This is an optimization exercise on Yosys and OpenROAD, whose aim is small area, a short achievable clock period and few clock cycles, not a production implementation.
The RTL of this run was laid out without a check of its function.

===== flow/run.sh =====
#!/bin/bash
# synth_recipe.tcl (not shown) runs the flow's synth.tcl, then flattens the netlist and writes it again
# the make line also repeats each setting of config.mk as NAME=value (left out here)
make -C /OpenROAD-flow-scripts/flow DESIGN_CONFIG=/design/flow/config.mk WORK_HOME=/design/flow/orfs CLKGATE_MAP_FILE= SYNTH_SCRIPT=/design/flow/synth_recipe.tcl finish

===== flow/constraint.sdc =====
create_clock -name core_clock -period 10.0 [get_ports {clock}]
set_input_delay 2.0000 -clock core_clock [delete_from_list [all_inputs] [get_ports {clock}]]
set_output_delay 2.0000 -clock core_clock [all_outputs]
set_load 0.01 [all_outputs]

===== flow/config.mk =====
export PLATFORM = sky130hd
export DESIGN_NAME = ambient_light_backlight_controller
export DESIGN_NICKNAME = ambient_light_backlight_controller
export VERILOG_FILES = /design/flow/design.v
export SDC_FILE = /design/flow/constraint.sdc
export NUM_CORES = 4
export LEC_CHECK = 0
export CAP_MARGIN = 20
export CORE_MARGIN = 2
export CORE_UTILIZATION = 40
export SLEW_MARGIN = 20

===== flow/design.v =====
package als_pkg;
   localparam int LEVEL_W = 10;
   localparam logic [7:0]  ALPHA_UP_RST   = 8'd77;
   localparam logic [7:0]  ALPHA_DOWN_RST = 8'd20;
   localparam logic [9:0]  MIDPOINT_RST   = 10'd50;
   localparam logic [5:0]  BAND_RST       = 6'd6;
   localparam logic [2:0]  SHIFT_RST      = 3'd3;
   localparam logic [9:0]  MIN_LEVEL_RST  = 10'd2;
   localparam logic [9:0]  MAX_LEVEL_RST  = 10'd510;
   localparam logic [7:0]  SLIDER_RST     = 8'd128;
endpackage
module als_div_steps #(
   parameter int STEPS = 5
) (
   input  logic [16:0]      r_in,
   input  logic [16:0]      d,
   input  logic [STEPS-1:0] n_bits,    
   output logic [16:0]      r_out,
   output logic [STEPS-1:0] q_bits
);
   logic [16:0] r [STEPS+1];
   logic [17:0] t [STEPS];
   logic [18:0] diff [STEPS];
   always_comb begin
      r[0] = r_in;
      for (int s = 0; s < STEPS; s++) begin
         t[s]    = {r[s], n_bits[STEPS-1-s]};
         diff[s] = {1'b0, t[s]} - {2'b00, d};
         q_bits[STEPS-1-s] = !diff[s][18];
         r[s+1]  = diff[s][18] ? t[s][16:0] : diff[s][16:0];
      end
      r_out = r[STEPS];
   end
endmodule
module als_median5 (
   input  logic [15:0] w0,
   input  logic [15:0] w1,
   input  logic [15:0] w2,
   input  logic [15:0] w3,
   input  logic [15:0] w4,
   input  logic [2:0]  count,
   output logic [15:0] median
);
   logic [15:0] w [5];
   logic [4:0]  valid;
   logic        le [5][5];
   logic [2:0]  rank [5];
   logic [2:0]  k_lo, k_hi;
   logic [15:0] lo, hi;
   logic [16:0] sum;
   assign w[0] = w0;
   assign w[1] = w1;
   assign w[2] = w2;
   assign w[3] = w3;
   assign w[4] = w4;
   always_comb begin
      for (int i = 0; i < 5; i++) begin
         valid[i] = (3'(i) < count);
      end
      for (int i = 0; i < 5; i++) begin
         for (int j = 0; j < 5; j++) begin
            le[i][j] = 1'b0;
         end
      end
      for (int i = 0; i < 5; i++) begin
         for (int j = i + 1; j < 5; j++) begin
            le[i][j] = (w[i] <= w[j]);
         end
      end
      for (int i = 0; i < 5; i++) begin
         rank[i] = 3'd0;
         for (int j = 0; j < 5; j++) begin
            if (j < i) begin
               rank[i] = rank[i] + 3'(valid[j] & le[j][i]);
            end else if (j > i) begin
               rank[i] = rank[i] + 3'(valid[j] & !le[i][j]);
            end
         end
      end
      k_lo = (count - 3'd1) >> 1;
      k_hi = count >> 1;
      lo = '0;
      hi = '0;
      for (int i = 0; i < 5; i++) begin
         if (valid[i] && rank[i] == k_lo) lo = lo | w[i];
         if (valid[i] && rank[i] == k_hi) hi = hi | w[i];
      end
      sum = {1'b0, lo} + {1'b0, hi};
   end
   assign median = sum[16:1];
endmodule
module ambient_light_backlight_controller (
   input  logic       clock,
   input  logic       reset,
   input  logic        req_valid,
   output logic        req_ready,
   input  logic        req_kind,
   input  logic [15:0] req_lux_sample,
   input  logic        req_auto_mode,
   input  logic        req_slider_valid,
   input  logic [7:0]  req_slider_level,
   output logic        rsp_valid,
   input  logic        rsp_ready,
   output logic [9:0]  rsp_backlight_level,
   output logic        rsp_level_written,
   output logic [9:0]  rsp_target_level,
   output logic [15:0] rsp_filtered_lux,
   input  logic       csr_wr_en,
   input  logic [2:0] csr_index,
   input  logic [9:0] csr_wr_data
);
   localparam int KA = 4;    
   logic [7:0]  alpha_up_ff, alpha_down_ff;
   logic [9:0]  midpoint_ff;
   logic [5:0]  band_ff;
   logic [2:0]  shift_ff;
   logic [9:0]  min_ff, max_ff;
   logic        ready_ff;
   logic        req_fire, tick_fire, samp_fire, mode_change;
   logic        last_mode_ff, last_mode_valid_ff;
   logic [7:0]  manual_ff;
   logic [15:0] win_ff [5];
   logic [2:0]  count_ff;
   logic [2:0]  index_ff;
   logic [15:0] med_val;
   logic [23:0] filt_ff;
   logic [7:0]  last_slider_ff;
   logic        last_slider_valid_ff;
   logic signed [10:0] offset_ff;
   logic [9:0]  goal_ff;
   logic        goal_valid_ff;
   logic [9:0]  cur_ff;
   logic        cur_valid_ff;
   logic        v1, v2, v3, v4, v5;
   logic        ld1, ld2, ld3, ld4, ld5, ld_rsp;
   logic [15:0] med1;
   logic        am1, mc1, sv1;
   logic [7:0]  sw1;
   logic        am2, mc2, cap2;
   logic [9:0]  smap2;
   logic        am3, mc3, cap3;
   logic [9:0]  smap3;
   logic [15:0] flux3;
   logic [16:0] rem3;
   logic [9-KA:0] nlo3;
   logic [KA-1:0] qa3;
   logic        am4, mc4, cap4;
   logic [9:0]  smap4;
   logic [15:0] flux4;
   logic [9:0]  auto4;
   logic        am5;
   logic [9:0]  smap5;
   logic [15:0] flux5;
   logic        rsp_valid_ff;
   logic        rsp_written_ff;
   logic [9:0]  rsp_target_ff;
   logic [15:0] rsp_flux_ff;
   assign req_ready   = ready_ff;
   assign req_fire    = req_valid && ready_ff && !reset;
   assign tick_fire   = req_fire && req_kind;
   assign samp_fire   = req_fire && !req_kind;
   assign mode_change = !last_mode_valid_ff || (req_auto_mode != last_mode_ff);
   assign ld_rsp = !rsp_valid_ff || rsp_ready;
   assign ld5    = !v5 || ld_rsp;
   assign ld4    = !v4 || ld5;
   assign ld3    = !v3 || ld4;
   assign ld2    = !v2 || ld3;
   assign ld1    = !v1 || ld2;
   logic v1_n, v2_n, v3_n, v4_n, v5_n, rv_n;
   assign v1_n = ld1 ? tick_fire : v1;
   assign v2_n = ld2 ? v1 : v2;
   assign v3_n = ld3 ? v2 : v3;
   assign v4_n = ld4 ? v3 : v4;
   assign v5_n = ld5 ? v4 : v5;
   assign rv_n = ld_rsp ? v5 : rsp_valid_ff;
   always_ff @(posedge clock) begin
      if (reset) begin
         v1 <= 1'b0; v2 <= 1'b0; v3 <= 1'b0; v4 <= 1'b0; v5 <= 1'b0;
         rsp_valid_ff <= 1'b0;
         ready_ff     <= 1'b1;
      end else begin
         v1 <= v1_n; v2 <= v2_n; v3 <= v3_n; v4 <= v4_n; v5 <= v5_n;
         rsp_valid_ff <= rv_n;
         ready_ff     <= !(v1_n && v2_n && v3_n && v4_n && v5_n && rv_n);
      end
   end
   always_ff @(posedge clock) begin
      if (reset) begin
         alpha_up_ff   <= als_pkg::ALPHA_UP_RST;
         alpha_down_ff <= als_pkg::ALPHA_DOWN_RST;
         midpoint_ff   <= als_pkg::MIDPOINT_RST;
         band_ff       <= als_pkg::BAND_RST;
         shift_ff      <= als_pkg::SHIFT_RST;
         min_ff        <= als_pkg::MIN_LEVEL_RST;
         max_ff        <= als_pkg::MAX_LEVEL_RST;
      end else if (csr_wr_en) begin
         case (csr_index)
            3'd0: alpha_up_ff   <= csr_wr_data[7:0];
            3'd1: alpha_down_ff <= csr_wr_data[7:0];
            3'd2: midpoint_ff   <= csr_wr_data;
            3'd3: band_ff       <= csr_wr_data[5:0];
            3'd4: shift_ff      <= csr_wr_data[2:0];
            3'd5: min_ff        <= csr_wr_data;
            3'd6: max_ff        <= csr_wr_data;
            default: begin
            end
         endcase
      end
   end
   always_ff @(posedge clock) begin
      if (samp_fire) begin
         win_ff[index_ff] <= req_lux_sample;
      end
   end
   always_ff @(posedge clock) begin
      if (reset) begin
         count_ff           <= '0;
         index_ff           <= '0;
         last_mode_valid_ff <= 1'b0;
         manual_ff          <= als_pkg::SLIDER_RST;
      end else begin
         if (tick_fire && mode_change) begin
            count_ff <= '0;
            index_ff <= '0;
         end else if (samp_fire) begin
            index_ff <= (index_ff == 3'd4) ? 3'd0 : index_ff + 3'd1;
            if (count_ff != 3'd5) begin
               count_ff <= count_ff + 3'd1;
            end
         end
         if (tick_fire) begin
            last_mode_ff       <= req_auto_mode;
            last_mode_valid_ff <= 1'b1;
            if (!req_auto_mode && req_slider_valid) begin
               manual_ff <= req_slider_level;
            end
         end
      end
   end
   als_median5 u_median (
      .w0     (win_ff[0]),
      .w1     (win_ff[1]),
      .w2     (win_ff[2]),
      .w3     (win_ff[3]),
      .w4     (win_ff[4]),
      .count  (count_ff),
      .median (med_val)
   );
   always_ff @(posedge clock) begin
      if (ld1) begin
         med1 <= mode_change ? 16'h0000 : med_val;
         am1  <= req_auto_mode;
         mc1  <= mode_change;
         sv1  <= req_slider_valid;
         sw1  <= (req_auto_mode || req_slider_valid) ? req_slider_level : manual_ff;
      end
   end
   logic signed [24:0] ema_err;
   logic signed [8:0]  ema_alpha;
   logic signed [33:0] ema_prod;
   logic signed [33:0] ema_acc;
   logic [23:0]        filt_new;
   assign ema_err   = $signed({1'b0, med1, 8'h00}) - $signed({1'b0, filt_ff});
   assign ema_alpha = $signed({1'b0, ema_err[24] ? alpha_down_ff : alpha_up_ff});
   assign ema_prod  = ema_err * ema_alpha;
   assign ema_acc   = $signed({2'b00, filt_ff, 8'h00}) + ema_prod
                    + $signed({26'd0, {8{ema_err[24]}}});
   assign filt_new  = mc1 ? 24'd0 : ema_acc[31:8];
   logic [10:0] lvl_span;
   logic [9:0]  span_abs;
   logic [17:0] slider_prod;
   logic [17:0] slider_p1;
   logic [34:0] slider_scaled;
   logic [9:0]  smap_q;
   logic [9:0]  smap1;
   assign lvl_span      = {1'b0, max_ff} - {1'b0, min_ff};
   assign span_abs      = lvl_span[10] ? 10'(-lvl_span) : lvl_span[9:0];
   assign slider_prod   = sw1 * span_abs;
   assign slider_p1     = slider_prod + 18'd1;
   assign slider_scaled = {17'd0, slider_p1} + {9'd0, slider_p1, 8'd0} + {1'b0, slider_p1, 16'd0};
   assign smap_q        = slider_scaled[33:24];
   assign smap1         = lvl_span[10] ? (min_ff - smap_q) : (min_ff + smap_q);
   logic ls_valid_in;
   logic cap1;
   assign ls_valid_in = !mc1 && last_slider_valid_ff;
   assign cap1        = sv1 && ls_valid_in && (sw1 != last_slider_ff);
   always_ff @(posedge clock) begin
      if (v1 && ld2) begin
         filt_ff <= filt_new;
         if (sv1) begin
            last_slider_ff       <= sw1;
            last_slider_valid_ff <= 1'b1;
         end else begin
            last_slider_valid_ff <= ls_valid_in;
         end
      end
      if (ld2) begin
         am2   <= am1;
         mc2   <= mc1;
         cap2  <= cap1;
         smap2 <= smap1;
      end
   end
   logic [15:0] flux2;
   logic [25:0] curve_num;
   logic [16:0] den2;
   logic [16:0] rem2;
   logic [KA-1:0] qa2;
   assign flux2     = am2 ? (filt_ff[23:8] + {15'd0, filt_ff[7]}) : 16'd0;
   assign curve_num = flux2 * max_ff;
   assign den2      = {1'b0, flux2} + {7'd0, midpoint_ff};
   als_div_steps #(.STEPS(KA)) u_div_a (
      .r_in   ({1'b0, curve_num[25:10]}),
      .d      (den2),
      .n_bits (curve_num[9:10-KA]),
      .r_out  (rem2),
      .q_bits (qa2)
   );
   always_ff @(posedge clock) begin
      if (ld3) begin
         am3   <= am2;
         mc3   <= mc2;
         cap3  <= cap2;
         smap3 <= smap2;
         flux3 <= flux2;
         rem3  <= rem2;
         nlo3  <= curve_num[9-KA:0];
         qa3   <= qa2;
      end
   end
   logic [16:0]   den3;
   logic [16:0]   rem3_out;
   logic [9-KA:0] qb3;
   logic [9:0]    quot3;
   logic [9:0]    auto3;
   assign den3 = {1'b0, flux3} + {7'd0, midpoint_ff};
   als_div_steps #(.STEPS(10-KA)) u_div_b (
      .r_in   (rem3),
      .d      (den3),
      .n_bits (nlo3),
      .r_out  (rem3_out),
      .q_bits (qb3)
   );
   assign quot3 = {qa3, qb3};
   always_comb begin
      if (flux3 == 16'd0 || quot3 < min_ff) begin
         auto3 = min_ff;
      end else if (quot3 > max_ff) begin
         auto3 = max_ff;
      end else begin
         auto3 = quot3;
      end
   end
   always_ff @(posedge clock) begin
      if (ld4) begin
         am4   <= am3;
         mc4   <= mc3;
         cap4  <= cap3;
         smap4 <= smap3;
         flux4 <= flux3;
         auto4 <= auto3;
      end
   end
   logic signed [10:0] off_in;
   logic signed [12:0] tgt_sum;
   logic [9:0]         tgt;
   logic [9:0]         tgt_dist;
   logic               goal_move;
   assign off_in   = mc4 ? 11'sd0 : offset_ff;
   assign tgt_sum  = cap4 ? $signed({3'b000, smap4})
                          : ($signed({3'b000, auto4}) + {{2{off_in[10]}}, off_in});
   always_comb begin
      if (tgt_sum < $signed({3'b000, min_ff})) begin
         tgt = min_ff;
      end else if (tgt_sum > $signed({3'b000, max_ff})) begin
         tgt = max_ff;
      end else begin
         tgt = tgt_sum[9:0];
      end
   end
   assign tgt_dist  = (tgt > goal_ff) ? (tgt - goal_ff) : (goal_ff - tgt);
   assign goal_move = mc4 || !goal_valid_ff || (tgt_dist > {4'b0000, band_ff});
   always_ff @(posedge clock) begin
      if (v4 && ld5) begin
         if (goal_move) begin
            goal_ff <= tgt;
         end
         goal_valid_ff <= 1'b1;
         offset_ff     <= cap4 ? ($signed({1'b0, smap4}) - $signed({1'b0, auto4})) : off_in;
      end
      if (ld5) begin
         am5   <= am4;
         smap5 <= smap4;
         flux5 <= flux4;
      end
   end
   logic [9:0] dest;
   logic [9:0] ramp_dist;
   logic [9:0] ramp_raw;
   logic [9:0] ramp_step;
   logic [9:0] cur_new;
   logic       cur_moves;
   assign dest      = am5 ? goal_ff : smap5;
   assign cur_moves = !cur_valid_ff || (cur_ff != dest);
   assign ramp_dist = (dest > cur_ff) ? (dest - cur_ff) : (cur_ff - dest);
   assign ramp_raw  = ramp_dist >> shift_ff;
   assign ramp_step = (ramp_raw == 10'd0) ? 10'd1 : ramp_raw;
   always_comb begin
      if (!cur_valid_ff || !am5) begin
         cur_new = dest;
      end else if (cur_ff == dest) begin
         cur_new = cur_ff;
      end else if (dest > cur_ff) begin
         cur_new = cur_ff + ramp_step;
      end else begin
         cur_new = cur_ff - ramp_step;
      end
   end
   always_ff @(posedge clock) begin
      if (reset) begin
         cur_valid_ff <= 1'b0;
      end else if (v5 && ld_rsp) begin
         cur_valid_ff <= 1'b1;
      end
      if (v5 && ld_rsp) begin
         cur_ff         <= cur_new;
         rsp_written_ff <= cur_moves;
         rsp_target_ff  <= dest;
         rsp_flux_ff    <= flux5;
      end
   end
   assign rsp_valid           = rsp_valid_ff;
   assign rsp_backlight_level = cur_ff;
   assign rsp_level_written   = rsp_written_ff;
   assign rsp_target_level    = rsp_target_ff;
   assign rsp_filtered_lux    = rsp_flux_ff;
endmodule

==> results.txt <==
worst max-delay path by stage:
stage	slack [ns]	end	from	depth (start not counted)
after floorplan	-7.40	auto4[0]	flux3[0]	113
after global placement	-7.34	auto4[0]	flux3[6]	106
after detailed placement	-7.75	auto4[0]	flux3[6]	102
after CTS	-7.14	auto4[0]	flux3[0]	107
after global routing	-8.32	auto4[0]	flux3[0]	107
final	-7.21	auto4[0]	flux3[0]	106
logic make-up (layout without fill, tap and decap cells):
group,count (synthesis),count (layout)
simple gates,1626,1626
fa+ha+maj,1086,1086
compound gates,1066,1067
buf+inv,845,2008
flops,412,412
xor+xnor,365,365
mux,164,164
other cells,0,2
area by class of cell:
class,count,share of cell area
antenna,2,0.00007600
sequential,412,0.1762
inverter,692,0.03971
clock buffer,54,0.01923
clock inverter,40,0.006897
multi-input combinational,4308,0.5802
timing repair buffer,1222,0.1463
tap,1650,0.03135
critical path, delay by kind of cell, from the launching register on:
kind / cells / cell delay, ns
AO/OA/AOI/OAI: 52 / 8.15
flip-flops: 1 / 0.43
XOR/XNOR: 1 / 0.21
multiplexers: 6 / 1.43
adder cells (fa/ha/maj): 11 / 3.14
AND/OR/NAND/NOR: 32 / 3.12
buffers and inverters: 4 / 0.41
cell usage in the layout (no fill, tap or decap), types with 22 or more instances in the layout:
cell and count:
a222oi_1 30, nor3_1 55, mux2_2 79, buf_6 35
inv_1 663, dfxtp_1 74, a21o_1 110, xor2_1 100
a21oi_1 285, nand3_1 72, and3_1 81, nand2b_1 95
o21ai_0 142, a31oi_1 22, o21a_1 53, nor2_1 365
clkdlybuf4s50_1 82, clkbuf_16 51, xnor2_1 236, mux2i_1 65
ha_1 674, buf_4 1093, nand2_1 521, nand4_1 50
edfxtp_1 334, and2_1 71, inv_2 22, nor2b_1 118
ha_4 37, o21ai_1 36, a21oi_2 65, fa_1 348
o21bai_1 66
per-stage QoR:
stage                     cell area [µm²]
after global routing                65850
after global placement              61200
after floorplan                     51670
after detailed placement            61200
after CTS                           64680
final                               65850
per-layer routing:
layer | vias up | global-route usage | wire length (µm)
li1 | 21403 | - | -
met1 | 21005 | 0.3110 | 68150
met2 | 936 | 0.3866 | 69860
met3 | 198 | 0.02338 | 6439
met4 | 6 | 0.05273 | 3400
met5 | - | 0 | 42
registers in the layout, indices dropped and copies added (netlist names), 11 cells and up:
name and flops:
flux5 16, filt_ff 24, offset_ff 11, flux4 16
flux3 16, rem3 17, win_ff 80, med1 16
rsp_flux_ff 16
timing repair:
action	in CTS	in global routing
buffers inserted	119	54
resized for setup	179	176
gates cloned	3	0
endpoints found under the setup margin	48	61
pin swaps	146	166
==> flow_metrics.tcl <==
set metrics [dict create \
    synthTopCellsByArea "edfxtp_1, ha_1, fa_1, inv_1, xnor2_1" \
    gp_congestion 0.9200 \
    path_clk_slew_ns 0.06 \
    end_kind "register" \
    chipHeight_um 359.9 \
    synth_top_area_share 0.1980 \
    first_pass_iters 10 \
    hold_start "flux4[9]" \
    synth_warnings 13 \
    synth_seq_cells 412 \
    finalWirelength_um 147900 \
    yosys.area.top_type "edfxtp_1" \
    placed_cells 8112 \
    fin_hold_ws_ns 0.4086 \
    hpwl_um 120600 \
    grt_pass1_vias 44707 \
    avgSynthCellArea_um2 9.106 \
    fill_cells 11397 \
    synth-compound-area-share 0.1353 \
    cp.required_ns 10.42 \
    period_minus_slack_ns 17.21 \
    final_cells 8380 \
    track_usage 0.2275 \
    synth_nets 6688 \
    root_buffer "clkbuf_16" \
    synth.distinct_cells 93 \
    synth_simple_gate_area_frac 0.1532 \
    fmaxAchievable_mhz 58.12 \
    place_ws_ns -7.747 \
    hold_violations 0 \
    status "finished with violations" \
    fin_nets 7810 \
    synth_top_family_by_area "adder cells" \
    coreArea_mm2 0.1257 \
    multiInputGateArea_mm2 0.03821 \
    clock_latency_ns 0.67 \
    drt_iter0_drc 2728 \
    ios 84 \
    ys_top_cells_by_count "ha_1, inv_1, nand2_1" \
    ctsHoldBuffers 0 \
    wire_per_inst_um 17.65 \
    syn_area_mm2 0.05067 \
    arrival_ns 17.62 \
    reg2reg_to "auto4[0]" \
    start_util 0.4030 \
    crit_path_top_delay_cell "edfxtp_1" \
    grt_start_max_net_pins 60 \
    skew_ns 0.06184 \
    cts_inserted_buffers 50 \
    so_faults "setup timing" \
    synthMuxAreaShare 0.03497 \
    hold_class "register to register" \
    grt_pass1_wl_um 238100 \
    worst-r2r-cell-count 106 \
    port_buffers 83 \
    whs_endpoint "flux5[9]" \
    dieArea_mm2 0.1295 \
    row_count 130 \
    die_x_um 359.9 \
    r2r_start "flux3[0]" \
    h-tree-depth 2 \
    rsz0062_at_grt "true" \
    areaGrowthSynthToFinish_pct 29.97 \
    slew_headroom 0.2575 \
    drcViolationCount 0 \
    clkSinkCount 412 \
    r2r_slack_ns -7.21 \
    fin_crit_sh 1.721 \
    cts.path.max_buffers 3 \
    drive_above_1_share 0.2601 \
    netlist_instances 5564 \
    synth-main-ff-cell "edfxtp_1" \
    tns_ns -209.76 \
    synth_most_common_cell "ha_1" \
    setup_viol 39 \
    setup_ws_ns -7.206 \
    cpMostUsedCell "a21oi_2" \
    start_kind "register" \
    seq_area_mm2 0.01160 \
    grt-ovfl-total 0 \
    cpPeakStageDelay_ns 0.43 \
    worstMarginPinSlew_ns 1.105 \
    synth_xor_area_frac 0.06310 \
    route.antenna.remaining_nets 0 \
    grt_antenna_before_repair 9 \
    min_path_cells 0 \
    synth-edff-count 334 \
    avgViaCountPerCell 5.197 \
    cp_max_fo 6 \
    max-cap-violations 0 \
    utilization 0.5237 \
    crit_type "register to register" \
    vias 43548 \
    final_max_slew_viol_count 0 \
    tritoncts "built" \
    synth-adder-area-share 0.3217 \
    async_reset_ff_frac 0 \
    ys_seq_area_frac 0.2288 \
]

==> re-timing with driven ports <==
How much do the figures lean on ideal ports? The routed layout below was timed once more, with nothing changed but the port constraints.
Step 1 (the two cells are an assumption about what drives the block):
set clk [get_ports {clock}]
set_driving_cell -lib_cell sky130_fd_sc_hd__clkbuf_16 $clk
set_driving_cell -lib_cell sky130_fd_sc_hd__buf_2 [delete_from_list [all_inputs] $clk]
Step 2 moves the port delays by t, midway between the first and last clock arrival at a register: inputs arrive t later, outputs are due t later. That takes back most of the time a late clock gives input paths.
Three values: ideal ports, drivers, drivers and shift; two values: the first two.
t (ns): 0.711
slack for setup (ns): -7.206 / -7.206 / -7.206
worst hold slack (ns): 0.409 / 0.409 / 0.409
worst setup path after step 2: register to register
cell pins on the clock port's net: 1
The setup slack of this run moves by 0.000 ns with the drivers and by 0.000 ns with both steps.
